This is an optimization exercise on Yosys and OpenROAD, whose aim is small area, a short achievable clock period and few clock cycles per item, not a production implementation. Only simulation tests tie the RTL to the original design; equivalence was not proved. No activity file was given, so power comes from the tool's default toggle rates.

Design des_core, start of the top module:
module des_core (
    input  logic            ck,
    input  logic            rst,
    input  logic            key_load,
    input  logic            decrypt,
    input  logic            start,
    input  des_pkg::block_t key,
    input  des_pkg::block_t din,
    output des_pkg::block_t dout,
    output logic            done,
    output logic            busy
);
    logic             key_capture;
    logic             load_block;
    logic             round_en;
    logic             one_shift;
    logic             pend;
    des_pkg::subkey_t subkey;
    des_control u_control (
        .ck          (ck),
        .rst         (rst),
        .start       (start),
        .key_load    (key_load),
        .pend        (pend),
        .key_capture (key_capture),
        .load_block  (load_block),
        .round_en    (round_en),
        .one_shift   (one_shift),
        .done        (done),
        .busy        (busy)
    );
    des_key_schedule u_key_schedule (
        .ck          (ck),
        .rst         (rst),
        .key_capture (key_capture),
        .decrypt     (decrypt),
        .key         (key),
        .round_en    (round_en),
        .one_shift   (one_shift),
        .pend        (pend),
        .subkey      (subkey)
    );
    des_block_path u_block_path (
        .ck         (ck),
        .load_block (load_block),
        .round_en   (round_en),
        .din        (din),
        .subkey     (subkey),
        .dout       (dout)
    );
endmodule
Settings: LEC_CHECK=0, ABC_AREA=1, CAP_MARGIN=20, CORE_MARGIN=2, CORE_UTILIZATION=40, SETUP_SLACK_MARGIN=3.5, SLEW_MARGIN=20; clock period 6.0 ns.
standard.sh (not shown) runs the stock make flow with config.mk's settings and CLKGATE_MAP_FILE= SYNTH_SCRIPT=/design/flow/synth_recipe.tcl, a recipe that flattens the netlist after the stock synthesis.
==> flow/flow/run.sh <==
#!/bin/bash
# The standard layout (standard.sh), with two changes to how it is made:
#  - the port buffers are plain buf_1 cells instead of the delay cells
#    buffer_ports picks by itself;
#  - synthesis skips the half/full-adder extraction (no ADDER_MAP_FILE), so the
#    S-box logic is left whole to ABC. Registers are unchanged.
# Each tool's output stays in orfs/logs/; make's own output goes to flow_make.log.
set -euo pipefail
export BUFFER_PORTS_ARGS="-buffer_cell sky130_fd_sc_hd__buf_1"
export ADDER_MAP_FILE=
bash standard.sh finish > flow_make.log 2>&1
Testbench counts at the start, summed over its fixed seeds: cycles 23,199, blocks 1,280.
Next try:
Settings changed: SETUP_SLACK_MARGIN 3.5 to 3.8.
Result:
- clock-buffer cell count stays the same
- routed wire length is higher by about 7%
- hold slack got worse by 0.0063 ns
- total power is higher by 14%
- global-route usage is higher by 0.85 points
- via count is higher by about 6%
- non-clock buffer count is higher by 145
Next try:
==> flow/run.sh (new file) <==
#!/bin/bash
# synth_recipe.tcl (not shown) runs the flow's synth.tcl, then flattens the netlist and writes it again
# the make line also repeats each setting of config.mk as NAME=value (left out here)
make -C /OpenROAD-flow-scripts/flow DESIGN_CONFIG=/design/flow/config.mk WORK_HOME=/design/flow/orfs CLKGATE_MAP_FILE= SYNTH_SCRIPT=/design/flow/synth_recipe.tcl finish
Settings changed: ABC_AREA 1 to not set, SETUP_SLACK_MARGIN 3.8 to 3.5.
removed: flow/flow/run.sh
removed: flow/standard.sh
=>
- wire length rose by 7.5%
- worst setup slack got worse by 0.49 ns
- global-route usage drops by 1.3 points
- total power rose by 78%
- cell count came out lower by 9.0%
- count of clock-buffer cells in the layout falls by 1
- worst hold slack is better by 0.014 ns
Next try:
Settings changed: SETUP_SLACK_MARGIN 3.5 to 3.0.
The new run finished clean.
Synthesized cell count stays the same.
Area after synthesis stays the same.
Setup slack got worse by 0.16 ns.
Routed wire length decreases by 12%.
Count of clock-buffer cells in the layout does not change.
Total power decreases by about 23%.
Sequential share of layout area increases by 3.5 points.
Maximum frequency decreases by 5.5%.
Cell area decreases by about 16%.
Cell count decreases by about 9%.
Hold slack got worse by 0.0053 ns.

---

des_core, a different RTL version from the one above (not shown whole).
Size in the first run: roughly 1200 cells after synthesis, roughly 200 I/O pins, ~9200 sq um of cells after synthesis.
Settings: LEC_CHECK=0, ABC_AREA=1, CAP_MARGIN=20, CORE_MARGIN=2, CORE_UTILIZATION=40, SETUP_SLACK_MARGIN=3.65, SLEW_MARGIN=20; clock period 6.0 ns.
==> flow/flow/run.sh <==
#!/bin/bash
# The standard layout (standard.sh), with these changes to how it is made:
#  - the port buffers are plain buf_1 cells instead of the delay cells
#    buffer_ports picks by itself;
#  - synthesis skips the half/full-adder extraction (no ADDER_MAP_FILE), so the
#    S-box logic is left whole to ABC;
set -euo pipefail
export BUFFER_PORTS_ARGS="-buffer_cell sky130_fd_sc_hd__buf_1"
export ADDER_MAP_FILE=
if [[ -f flow/abc.script ]]; then
  rm -rf own_scripts
  cp -r "$FLOW_HOME/scripts" own_scripts
  cp flow/abc.script own_scripts/abc_area.script
  SCRIPTS_DIR="$PWD/own_scripts" bash standard.sh synth > flow_synth.log 2>&1
fi
bash standard.sh finish > flow_make.log 2>&1
==> flow/flow/abc.script <==
&get -n
&st
&dch -f
&nf -R 1000
&put
topo
stime -c
buffer -c
upsize -c
dnsize -c
Testbench counts at the start, summed over its fixed seeds: cycles 23,199, blocks 1,280.
Next try:
==> flow/flow/run.sh (replaced) <==
#!/bin/bash
# The standard layout (standard.sh), with two changes to how it is made:
#  - the port buffers are plain buf_1 cells instead of the delay cells
#    buffer_ports picks by itself;
#  - synthesis skips the half/full-adder extraction (no ADDER_MAP_FILE), so the
#    S-box logic is left whole to ABC. Registers are unchanged.
# Each tool's output stays in orfs/logs/; make's own output goes to flow_make.log.
set -euo pipefail
export BUFFER_PORTS_ARGS="-buffer_cell sky130_fd_sc_hd__buf_1"
export ADDER_MAP_FILE=
bash standard.sh finish > flow_make.log 2>&1
SETUP_SLACK_MARGIN = 3.3   (was 3.65)
removed: flow/flow/abc.script
=> Global-route usage rose by 2.4 points. Clock power rose by about 5%. Sequential power fell by 19%. Combinational power fell by 7.1%. Worst hold slack gets better by 0.027 ns. Clock skew rose by 0.0052 ns. Cell area rose by 6.3%. Cell count rose by 40%.
Next try:
--- a/flow/flow/run.sh
+++ b/flow/flow/run.sh
@@ -2 +2 @@
-# The standard layout (standard.sh), with two changes to how it is made:
+# The standard layout (standard.sh), with these changes to how it is made:
@@ -6,2 +6 @@
-#    S-box logic is left whole to ABC. Registers are unchanged.
-# Each tool's output stays in orfs/logs/; make's own output goes to flow_make.log.
+#    S-box logic is left whole to ABC;
@@ -10,0 +10,6 @@
+if [[ -f flow/abc.script ]]; then
+  rm -rf own_scripts
+  cp -r "$FLOW_HOME/scripts" own_scripts
+  cp flow/abc.script own_scripts/abc_area.script
+  SCRIPTS_DIR="$PWD/own_scripts" bash standard.sh synth > flow_synth.log 2>&1
+fi
==> flow/flow/abc.script (new file) <==
&get -n
&st
&dch -f
&nf -R 1000
&put
topo
stime -c
buffer -c
upsize -c
dnsize -c
CTS_BUF_LIST = sky130_fd_sc_hd__clkbuf_8   (was unset)
SETUP_SLACK_MARGIN = 3.65   (was 3.3)
Power grows by 5.4%.
Critical path depth came out lower by 8.
Synthesized cell count drops by 32%.
Setup slack improves by 0.21 ns.
Global-route usage went down by 2.5 points.
Clock power drops by 31%.
Next try:
SETUP_SLACK_MARGIN = 3.8   (was 3.65)
Effect:
- The changed run ran to the end with no violations
- via count increases by 6.0%
- final cell count increases by 5.5%
- worst setup slack improved by 0.098 ns
- fmax increases by 4.4%
- non-clock buffer count increases by 91
- hold slack got worse by 0.017 ns
- final area increases by 14%
- flip-flop and latch count stays the same
- clock-buffer cell count increases by 1
Next try:
CTS_BUF_LIST = unset   (was sky130_fd_sc_hd__clkbuf_8)
SETUP_SLACK_MARGIN = 3.5   (was 3.8)
Cell area drops by 14%.
Register-to-register slack gets worse by 0.20 ns.
Area after synthesis does not change.
Die area is unchanged.
Core utilization drops by 7.9 points.
Sequential power hardly moves.
Global-route usage drops by 0.93 points.
Non-clock buffer count drops by 94.
Setup slack gets worse by 0.22 ns.
Clock skew drops by 0.0031 ns.

==> separate check: timing with driven ports <==
How much do the figures lean on ideal ports? The routed layouts below were timed once more, with nothing changed but the port constraints.
Step 1 (the two cells are an assumption about what drives the block):
set clk [get_ports {ck}]
set_driving_cell -lib_cell sky130_fd_sc_hd__clkbuf_16 $clk
set_driving_cell -lib_cell sky130_fd_sc_hd__buf_2 [delete_from_list [all_inputs] $clk]
Step 2 moves the port delays by t, midway between the first and last clock arrival at a register: inputs arrive t later, outputs are due t later. That takes back most of the time a late clock gives input paths.
Three values: ideal, step 1, step 2; two values: the first two.
run	t, ns	setup slack, ns	worst hold slack (ns)	latest minus earliest clock arrival (ns)
the first run of note 1	0.492	3.504 / 3.449 / 3.146	0.515 / 0.515 / 0.515	0.012 / 0.013
the second run of note 1	0.477	3.692 / 3.642 / 3.437	0.509 / 0.509 / 0.509	0.017 / 0.017
the third run of note 1	0.482	3.206 / 3.206 / 3.059	0.523 / 0.523 / 0.523	0.012 / 0.013
the fourth run of note 1	0.478	3.043 / 2.994 / 2.653	0.517 / 0.517 / 0.517	0.022 / 0.022
the first run of note 2	0.473	3.638 / 3.592 / 3.305	0.468 / 0.468 / 0.468	0.009 / 0.009
the second run of note 2	0.469	3.450 / 3.450 / 3.083	0.495 / 0.495 / 0.495	0.016 / 0.016
the third run of note 2	0.489	3.661 / 3.621 / 3.293	0.468 / 0.468 / 0.468	0.012 / 0.012
the fourth run of note 2	0.495	3.759 / 3.717 / 3.359	0.451 / 0.451 / 0.451	0.017 / 0.017
the fifth run of note 2	0.478	3.537 / 3.490 / 3.155	0.462 / 0.462 / 0.462	0.014 / 0.014
After both steps every run listed still meets setup and hold. The setup slack of the fourth run of note 2, which loses most, moves by -0.042 ns with the drivers and by -0.400 ns with both steps.
